Background: an optimization exercise with open tools, aiming at small area. Do not read the settings as production practice.
In this exercise RTL edits were held to simulation tests only and were not proved equivalent to the original.
Power and IR drop assume default switching activity.

== v19 ==
Design lockInTop, start of the top module:
module lockInTop (
    input  logic               clk,
    input  logic               rstN,
    input  logic        [15:0] divFast,
    input  logic        [15:0] divSlow,
    input  logic signed [15:0] sIn,
    output logic signed [5:0]  modSlope,
    output logic signed [25:0] modOut,
    output logic signed [15:0] demodF,
    output logic signed [15:0] demodFQ,
    output logic signed [15:0] demod2f,
    output logic signed [15:0] demod2fQ,
    output logic signed [15:0] demod3f,
    output logic signed [15:0] demod3fQ
);
clock: 10.0 ns
lec_check: 0
abc_area: 1
cap_margin: 20
core_margin: 2
core_utilization: 40
slew_margin: 20
standard.sh (not shown) runs the stock make flow with config.mk's settings and CLKGATE_MAP_FILE= SYNTH_SCRIPT=/design/flow/synth_recipe.tcl, a recipe that flattens the netlist after the stock synthesis.
==> flow/flow/run.sh <==
#!/bin/bash
# The standard layout (standard.sh), with two changes to how it is built:
#  - the port buffers are plain buf_1 cells (every port still gets its buffer);
#  - clock tree synthesis uses small clock buffers and larger sink clusters.
export BUFFER_PORTS_ARGS="-buffer_cell sky130_fd_sc_hd__buf_1"
if [[ -f flow/cts_args.txt ]]; then
  export CTS_ARGS="$(cat flow/cts_args.txt)"
fi
bash standard.sh > standard.log 2>&1
==> flow/flow/cts_args.txt <==
-sink_clustering_enable -repair_clock_nets -dont_use_dummy_load -buf_list {sky130_fd_sc_hd__clkbuf_8} -root_buf sky130_fd_sc_hd__clkbuf_8
--- input diff v19..v40 ---
Settings: GPL_TIMING_DRIVEN newly set to 0.
==> flow/flow/cts_args.txt <==
-sink_clustering_enable -repair_clock_nets -dont_use_dummy_load -buf_list {sky130_fd_sc_hd__clkbuf_8} -root_buf sky130_fd_sc_hd__clkbuf_8 -sink_clustering_size 16 -sink_clustering_max_diameter 60
### Flow results
Compare v40 and v19 | data required time at the worst endpoint higher: v19
Maximum fanout encountered on the critical timing path: v40 and v19 compared, lower one is v40
Status: met1 usage in global routing parity (v40, v19)
In the reports for v40 and v19, the smaller delay of the slowest cell on the worst path belongs to v40.
Post-cts hold buffer count: v19 vs v40 identical
Sequential-to-total area share from yosys stat came out exactly the same in v40 and v19.
[inputs] v34 vs v40
Settings: GPL_TIMING_DRIVEN: 0 -> unset.
==> notes.md <==
Going from v40 to v34, count of different cell masters after synthesis saw little to no change; largest clock skew in the final design saw an increase; clock latency reported for the late side of the worst-skew pair saw an increase.
The core of v34 is less densely filled than that of v40.
Non-clock buffer count, v34 and v40, lower one = v34.
The following lists how v36 was set up differently from v34:
Settings: swapping 20 for 0 in CAP_MARGIN; swapping 20 for 0 in SLEW_MARGIN.
==> comparison <==
The flow did not stop early for v36: all stages ran, and the layout cleared the timing, DRC and antenna checks. Total area of sequential cells: v34 vs v36 identical. Final-layout clock buffer total went down by a few percent going from v34 to v36. From v36 to v34, number of endpoints with negative hold slack in the final report did not move at all. Against v34, v36 comes in 0.38% lower on static power due to leakage. Taking v36 as 1.0, v34 lands at 1.07 on TritonCTS buffer count. Relative to v34, layout overhead on the synthesized area decreased by 0.49 points in v36. v34 → v36: total power fell 1.0%; detailed-routed wire length on met2 fell about 0.35%. The multi-input combinational cell area on v36 is in line with that on v34.

build 81:
lockInTop, a different RTL version from the one above (not shown whole).
Size: about 1600 cells after synthesis, roughly 260 flip-flops, ~180 I/O pins, about 15000 µm² of cells after synthesis.
Settings: LEC_CHECK=0, ABC_AREA=1, CAP_MARGIN=20, CORE_MARGIN=2, CORE_UTILIZATION=70, PLACE_DENSITY=0.8, SLEW_MARGIN=20; clock period 10.0 ns.
==> flow/flow/cts_args.txt <==
-sink_clustering_enable -repair_clock_nets -dont_use_dummy_load -buf_list {sky130_fd_sc_hd__clkbuf_8} -root_buf sky130_fd_sc_hd__clkbuf_8 -sink_clustering_size 24 -sink_clustering_max_diameter 50
Scripts as last shown in full above: flow/flow/run.sh
Relative to build 81, the following input files were edited for build 31:
# build 81
export LEC_CHECK = 0
export ABC_AREA = 1
export CAP_MARGIN = 20
export CORE_MARGIN = 2
export CORE_UTILIZATION = 70
export PLACE_DENSITY = 0.8
export SLEW_MARGIN = 20
create_clock -name core_clock -period 10.0 [get_ports {clk}]
# build 31
export LEC_CHECK = 0
export ABC_AREA = 1
export CAP_MARGIN = 20
export CORE_MARGIN = 2
export CORE_UTILIZATION = 40
export SLEW_MARGIN = 20
create_clock -name core_clock -period 10.0 [get_ports {clk}]
==> flow/flow/cts_args.txt <==
-sink_clustering_enable -repair_clock_nets -dont_use_dummy_load -buf_list {sky130_fd_sc_hd__clkbuf_8 sky130_fd_sc_hd__clkbuf_16} -root_buf sky130_fd_sc_hd__clkbuf_8 -sink_clustering_buffer sky130_fd_sc_hd__clkbuf_16 -sink_clustering_size 30 -sink_clustering_max_diameter 70
### Flow results
Pin count of the biggest net entering global routing sits lower in build 31 than in build 81. Taking build 81 as the reference, in build 31 number of ordinary and repair buffers in the finished layout fell about 4%; endpoint arrival time on the critical path -0.11 ns; detailed-route DRC error count flat; path length in cells of the critical path higher; total power has increased. Build 81 has higher clock period minus final worst setup slack than build 31. Build 31 against build 81: total cell area at the placement stage higher, post-route worst setup slack picked up an extra 0.11 ns, first-pass GRT wire length rose by about 1.7%.
Setup changes, build 31 to build 86
removed: flow/flow/cts_args.txt
The final layout from build 86, which completed every stage, passed the timing, DRC and antenna checks at the end of the flow. On non-clock buffer contribution to total cell area, build 31 and build 86 are basically level. Build 31 → build 86: number of fill cells moved down, worst vdd rail ir drop moved up. [compare] base=build 31 new=build 86: clock network contribution to total cell area climbed 2.8 points, post-route fraction of the period consumed by the critical path climbed 0.53 points. Side by side, sequential share of layout area turned out lower in build 86 than in build 31. Area of the die: build 86 vs build 31 identical. Of build 31 and build 86, build 86 shows the lower depth of the worst register-to-register path, with build 31 above it. The minimum setup slack among reg-to-reg paths of build 86 falls short of that of build 31 by 0.05 ns. Across both runs, final area was higher for build 86 than for build 31.
Edits applied to the flow inputs when going from build 86 to build 47:
==> flow/flow/cts_args.txt (new file) <==
-sink_clustering_enable -repair_clock_nets -dont_use_dummy_load -buf_list {sky130_fd_sc_hd__clkbuf_8} -root_buf sky130_fd_sc_hd__clkbuf_8 -sink_clustering_size 16 -sink_clustering_max_diameter 60
Findings:
Build 86 vs build 47, library cell contributing the largest single delay on the critical path: fa_1 vs o31ai_2
The setup slack number comes out higher for build 86 vs build 47.
In terms of final net count, build 86 and build 47 differ only marginally.
Of build 86 and build 47, the lower shortest clock period the worst path allows after layout belongs to build 86.
Taking build 86 as the reference point, the worst reg2reg path depth of build 47 rises by about 13%.
For multi-input combinational cell area, build 47 and build 86 come out practically identical.

Setup of job 9675:
Another version of the RTL of lockInTop (not shown whole).
Size in the first run: about 260 flip-flops, about 180 I/O pins.
export LEC_CHECK = 0
export ABC_AREA = 1
export CAP_MARGIN = 0
export CORE_MARGIN = 2
export CORE_UTILIZATION = 40
export SLEW_MARGIN = 0
create_clock -name core_clock -period 10.0 [get_ports {clk}]
==> flow/flow/run.sh <==
#!/bin/bash
# The standard layout (standard.sh), with these changes to how it is built:
#  - synthesis is the standard flow's own script, with an area-oriented ABC mapping script
#    (flow/synth_wrap.tcl, flow/abc_area_map.script); flip-flops are mapped as before;
#  - the port buffers are plain buf_1 cells (every port still gets its buffer);
#  - clock tree synthesis uses small clock buffers and no dummy loads (flow/cts_args.txt).
set -euo pipefail
here="$(pwd)"
export BUFFER_PORTS_ARGS="-buffer_cell sky130_fd_sc_hd__buf_1"
export CTS_ARGS="$(cat flow/cts_args.txt)"
export MY_ABC_SCRIPT="$here/flow/abc_area_map.script"
export FLOW_SYNTH_TCL="$here/synth_recipe.tcl"
sed "s|SYNTH_SCRIPT=[^ ]*|SYNTH_SCRIPT=$here/flow/synth_wrap.tcl|" standard.sh > my_standard.sh
bash my_standard.sh > standard.log 2>&1
==> flow/flow/abc_area_map.script <==
strash
dch -f
amap
topo
==> flow/flow/cts_args.txt <==
-sink_clustering_enable -repair_clock_nets -dont_use_dummy_load -buf_list {sky130_fd_sc_hd__clkbuf_4} -root_buf sky130_fd_sc_hd__clkbuf_4 -sink_clustering_buffer sky130_fd_sc_hd__clkbuf_4 -sink_clustering_size 10 -sink_clustering_max_diameter 50
==> flow/flow/synth_wrap.tcl <==
# The standard flow's synthesis script (synth_recipe.tcl), with one change: the ABC mapping step
# uses flow/abc_area_map.script (area-oriented amap) instead of ORFS's ABC script.
# Everything before and after ABC, flip-flop mapping included, is unchanged.
proc abc {args} {
  set i [lsearch $args -script]
  if {$i >= 0} {
    lset args [expr {$i + 1}] $::env(MY_ABC_SCRIPT)
  }
  puts "synth_wrap: abc $args"
  yosys abc {*}$args
}
source $::env(FLOW_SYNTH_TCL)
Both conditions hold for job 9675: the flow ran to the end and the final layout passed the timing, DRC and antenna checks.
The inputs of job 3407 differ from those of job 9675 as listed below.
- setting GPL_TIMING_DRIVEN to 0 for the first time
--- a/flow/flow/run.sh
+++ b/flow/flow/run.sh
@@ -5,3 +5,3 @@
 #  - the port buffers are plain buf_1 cells (every port still gets its buffer);
-#  - clock tree synthesis uses small clock buffers and no dummy loads (flow/cts_args.txt).
+#  - clock tree synthesis uses small clock buffers (flow/cts_args.txt).
 set -euo pipefail
==> flow/flow/cts_args.txt <==
-sink_clustering_enable -repair_clock_nets -dont_use_dummy_load -buf_list {sky130_fd_sc_hd__clkbuf_8} -root_buf sky130_fd_sc_hd__clkbuf_8 -sink_clustering_size 16 -sink_clustering_max_diameter 60
## What came out
The final reports for job 3407 and job 9675 show final period demand of the worst path higher in the former. Count of clock-net buffers in the final layout on job 3407 is down relative to job 9675. Area: job 3407 vs job 9675 -> job 3407 larger. Wire: job 3407 routes more than job 9675. Launch point of the worst path: l[0] -> job 3407, third[0] -> job 9675. The share of power burned in combinational logic on job 3407 is in line with that on job 9675. Going from job 9675 to job 3407, final weighted congestion in routability-driven placement grew slightly. Going from job 9675 to job 3407, critical path required time shrinks by 0.05 ns.
Changes in job 3515 relative to job 3407:
- PLACE_DENSITY now 0.7, previously not set
- CORE_UTILIZATION now 55, was 40
- GPL_TIMING_DRIVEN no longer set, was 0
--- a/flow/flow/run.sh
+++ b/flow/flow/run.sh
@@ -5,3 +5,3 @@
 #  - the port buffers are plain buf_1 cells (every port still gets its buffer);
-#  - clock tree synthesis uses small clock buffers (flow/cts_args.txt).
+#  - clock tree synthesis uses small clock buffers and no dummy loads (flow/cts_args.txt).
 set -euo pipefail
==> flow/flow/cts_args.txt <==
-sink_clustering_enable -repair_clock_nets -dont_use_dummy_load -buf_list {sky130_fd_sc_hd__clkbuf_4} -root_buf sky130_fd_sc_hd__clkbuf_4 -sink_clustering_buffer sky130_fd_sc_hd__clkbuf_4 -sink_clustering_size 10 -sink_clustering_max_diameter 50
Results
- Relative to job 3407, global-route usage increased by 5.6 points in job 3515.
- Summary: with job 3407 as the reference, routed length on met2 in job 3515 moved down by a few percent.
- On sequential share of layout area: between job 3407 and job 3515, it ends up lower for job 3407.
- Job 3407 has a lower met2 track utilization from global routing than job 3515.

lockInTop, a different RTL version from the one above (not shown whole).
Size: about 1200 cells after synthesis, roughly 180 I/O pins.
Settings: LEC_CHECK=0, ABC_AREA=1, CAP_MARGIN=0, CORE_MARGIN=2, CORE_UTILIZATION=55, PLACE_DENSITY=0.7, SLEW_MARGIN=0; clock period 10.0 ns.
==> flow/flow/run.sh <==
#!/bin/bash
# The standard layout (standard.sh), with these changes to how it is built:
#  - synthesis is the standard flow's own script, with an area-oriented ABC mapping script
#    (flow/synth_wrap.tcl, flow/abc_area_map.script); flip-flops are mapped as before;
#  - the port buffers are plain buf_1 cells (every port still gets its buffer);
#  - clock tree synthesis uses small clock buffers and no dummy loads (flow/cts_args.txt).
set -euo pipefail
here="$(pwd)"
export BUFFER_PORTS_ARGS="-buffer_cell sky130_fd_sc_hd__buf_1"
export CTS_ARGS="$(cat flow/cts_args.txt)"
export MY_ABC_SCRIPT="$here/flow/abc_area_map.script"
export FLOW_SYNTH_TCL="$here/synth_recipe.tcl"
sed "s|SYNTH_SCRIPT=[^ ]*|SYNTH_SCRIPT=$here/flow/synth_wrap.tcl|" standard.sh > my_standard.sh
bash my_standard.sh > standard.log 2>&1
==> flow/flow/cts_args.txt <==
-sink_clustering_enable -repair_clock_nets -dont_use_dummy_load -buf_list {sky130_fd_sc_hd__clkbuf_4} -root_buf sky130_fd_sc_hd__clkbuf_4 -sink_clustering_buffer sky130_fd_sc_hd__clkbuf_4 -sink_clustering_size 10 -sink_clustering_max_diameter 50
Scripts as last shown in full above: flow/flow/abc_area_map.script, flow/flow/synth_wrap.tcl
The starting point finished clean.
Rerun with:
- CORE_UTILIZATION: 55 -> 40
- PLACE_DENSITY: 0.7 -> not set
Outcome: The changed run ran to the end with no violations. Setup slack gains 0.052 ns. Final area climbs slightly. Synthesized cell count stays the same. Routed wire length climbs by a few percent. Die area climbs by well over a third. Register-to-register slack gains 0.05 ns. Cell count climbs by a few percent. Non-clock buffer count drops by 2. Clock power climbs by a few percent. Clock-buffer cell count climbs by 1.

== lane 2 ==
lockInTop with an RTL version that a note above also has.
Size in the first run: roughly 1200 cells after synthesis, about 260 flip-flops.
==> flow/config.mk <==
export PLATFORM = sky130hd
export DESIGN_NAME = lockInTop
export DESIGN_NICKNAME = lockInTop
export VERILOG_FILES = /design/flow/design.v
export SDC_FILE = /design/flow/constraint.sdc
export NUM_CORES = 4
export LEC_CHECK = 0
export ABC_AREA = 1
export CAP_MARGIN = 0
export CORE_MARGIN = 2
export CORE_UTILIZATION = 40
export SLEW_MARGIN = 0
==> flow/constraint.sdc <==
create_clock -name core_clock -period 10.0 [get_ports {clk}]
set_input_delay 2.0000 -clock core_clock [delete_from_list [all_inputs] [get_ports {clk}]]
set_output_delay 2.0000 -clock core_clock [all_outputs]
set_load 0.01 [all_outputs]
==> flow/flow/run.sh <==
#!/bin/bash
# The standard layout (standard.sh), with these changes to how it is built:
#  - synthesis is the standard flow's own script, with an area-oriented ABC mapping script
#    (flow/synth_wrap.tcl, flow/abc_area_map.script); flip-flops are mapped as before;
#  - the port buffers are plain buf_1 cells (every port still gets its buffer);
#  - clock tree synthesis uses small clock buffers and no dummy loads (flow/cts_args.txt).
set -euo pipefail
here="$(pwd)"
export GPL_KEEP_OVERFLOW=0
export BUFFER_PORTS_ARGS="-buffer_cell sky130_fd_sc_hd__buf_1"
export CTS_ARGS="$(cat flow/cts_args.txt)"
export MY_ABC_SCRIPT="$here/flow/abc_area_map.script"
export FLOW_SYNTH_TCL="$here/synth_recipe.tcl"
sed "s|SYNTH_SCRIPT=[^ ]*|SYNTH_SCRIPT=$here/flow/synth_wrap.tcl|" standard.sh > my_standard.sh
bash my_standard.sh > standard.log 2>&1
Scripts as last shown in full above: flow/flow/abc_area_map.script, flow/flow/cts_args.txt, flow/flow/synth_wrap.tcl
Lane 2 went all the way through synthesis, placement and routing and the layout is clean on timing, DRC and antenna.
### lane 2 -> lane 5
diff --git a/flow/flow/run.sh b/flow/flow/run.sh
--- a/flow/flow/run.sh
+++ b/flow/flow/run.sh
@@ -5,6 +5,5 @@
 #  - the port buffers are plain buf_1 cells (every port still gets its buffer);
-#  - clock tree synthesis uses small clock buffers and no dummy loads (flow/cts_args.txt).
+#  - clock tree synthesis uses small clock buffers (flow/cts_args.txt).
 set -euo pipefail
 here="$(pwd)"
-export GPL_KEEP_OVERFLOW=0
 export BUFFER_PORTS_ARGS="-buffer_cell sky130_fd_sc_hd__buf_1"
==> flow/flow/cts_args.txt <==
-sink_clustering_enable -repair_clock_nets -dont_use_dummy_load -buf_list {sky130_fd_sc_hd__clkbuf_8} -root_buf sky130_fd_sc_hd__clkbuf_8 -sink_clustering_size 16 -sink_clustering_max_diameter 60
## What came out
Cell count after synthesis came out exactly the same in lane 5 and lane 2. Comparing lane 5 and lane 2, the lower first-iteration DRC count was measured on lane 2. In the reports for lane 5 and lane 2, the larger final cycle utilization of the critical path belongs to lane 2. Diff lane 5 and lane 2: post-layout worst setup margin higher in lane 5.

static timing again, ports no longer ideal:
No port has a modelled driver above. Below, the same layouts with a new extraction and two added sets of constraints.
Step 1 assumes that a clkbuf_16 drives the clock port and a buf_2 every other input.
Step 2 moves the port delays by t, midway between the first and last clock arrival at a register: inputs arrive t later, outputs are due t later. That takes back most of the time a late clock gives input paths.
Slacks: ideal ports / drivers / drivers and shift; pairs: ideal ports / drivers.
run | t (ns) | slack for setup (ns) | worst setup path at the end | worst register clock-pin slew, ns
v19 | 0.605 | 0.490 / 0.490 / -0.019 | input to register | 0.07 / 0.07
v40 | 0.616 | 0.334 / 0.336 / -0.280 | input to register | 0.10 / 0.10
v34 | 0.635 | 0.577 / 0.577 / 0.015 | input to register | 0.10 / 0.10
v36 | 0.619 | 0.549 / 0.549 / 0.014 | input to register | 0.10 / 0.10
build 81 | 0.605 | 0.576 / 0.575 / -0.030 | input to register | 0.11 / 0.11
build 31 | 0.655 | 0.688 / 0.688 / 0.065 | input to register | 0.09 / 0.09
build 86 | 0.623 | 0.635 / 0.635 / 0.072 | input to register | 0.07 / 0.07
build 47 | 0.629 | 0.532 / 0.532 / 0.051 | input to register | 0.10 / 0.10
job 9675 | 0.657 | 0.593 / 0.593 / 0.193 | input to register | 0.11 / 0.11
job 3407 | 0.614 | 0.421 / 0.421 / 0.049 | input to register | 0.10 / 0.10
job 3515 | 0.722 | 0.538 / 0.538 / 0.054 | input to register | 0.12 / 0.12
the first run of note 4 | 0.651 | 0.554 / 0.554 / 0.346 | input to register | 0.11 / 0.11
the second run of note 4 | 0.646 | 0.606 / 0.606 / 0.226 | input to register | 0.12 / 0.12
lane 2 | 0.667 | 0.527 / 0.527 / 0.138 | input to register | 0.11 / 0.11
lane 5 | 0.602 | 0.593 / 0.592 / 0.200 | input to register | 0.10 / 0.10
With both steps, setup timing fails in v19, v40 and build 81, where it was met with ideal ports. The setup slack of build 31, which loses most, moves by 0.000 ns with the drivers and by -0.623 ns with both steps.
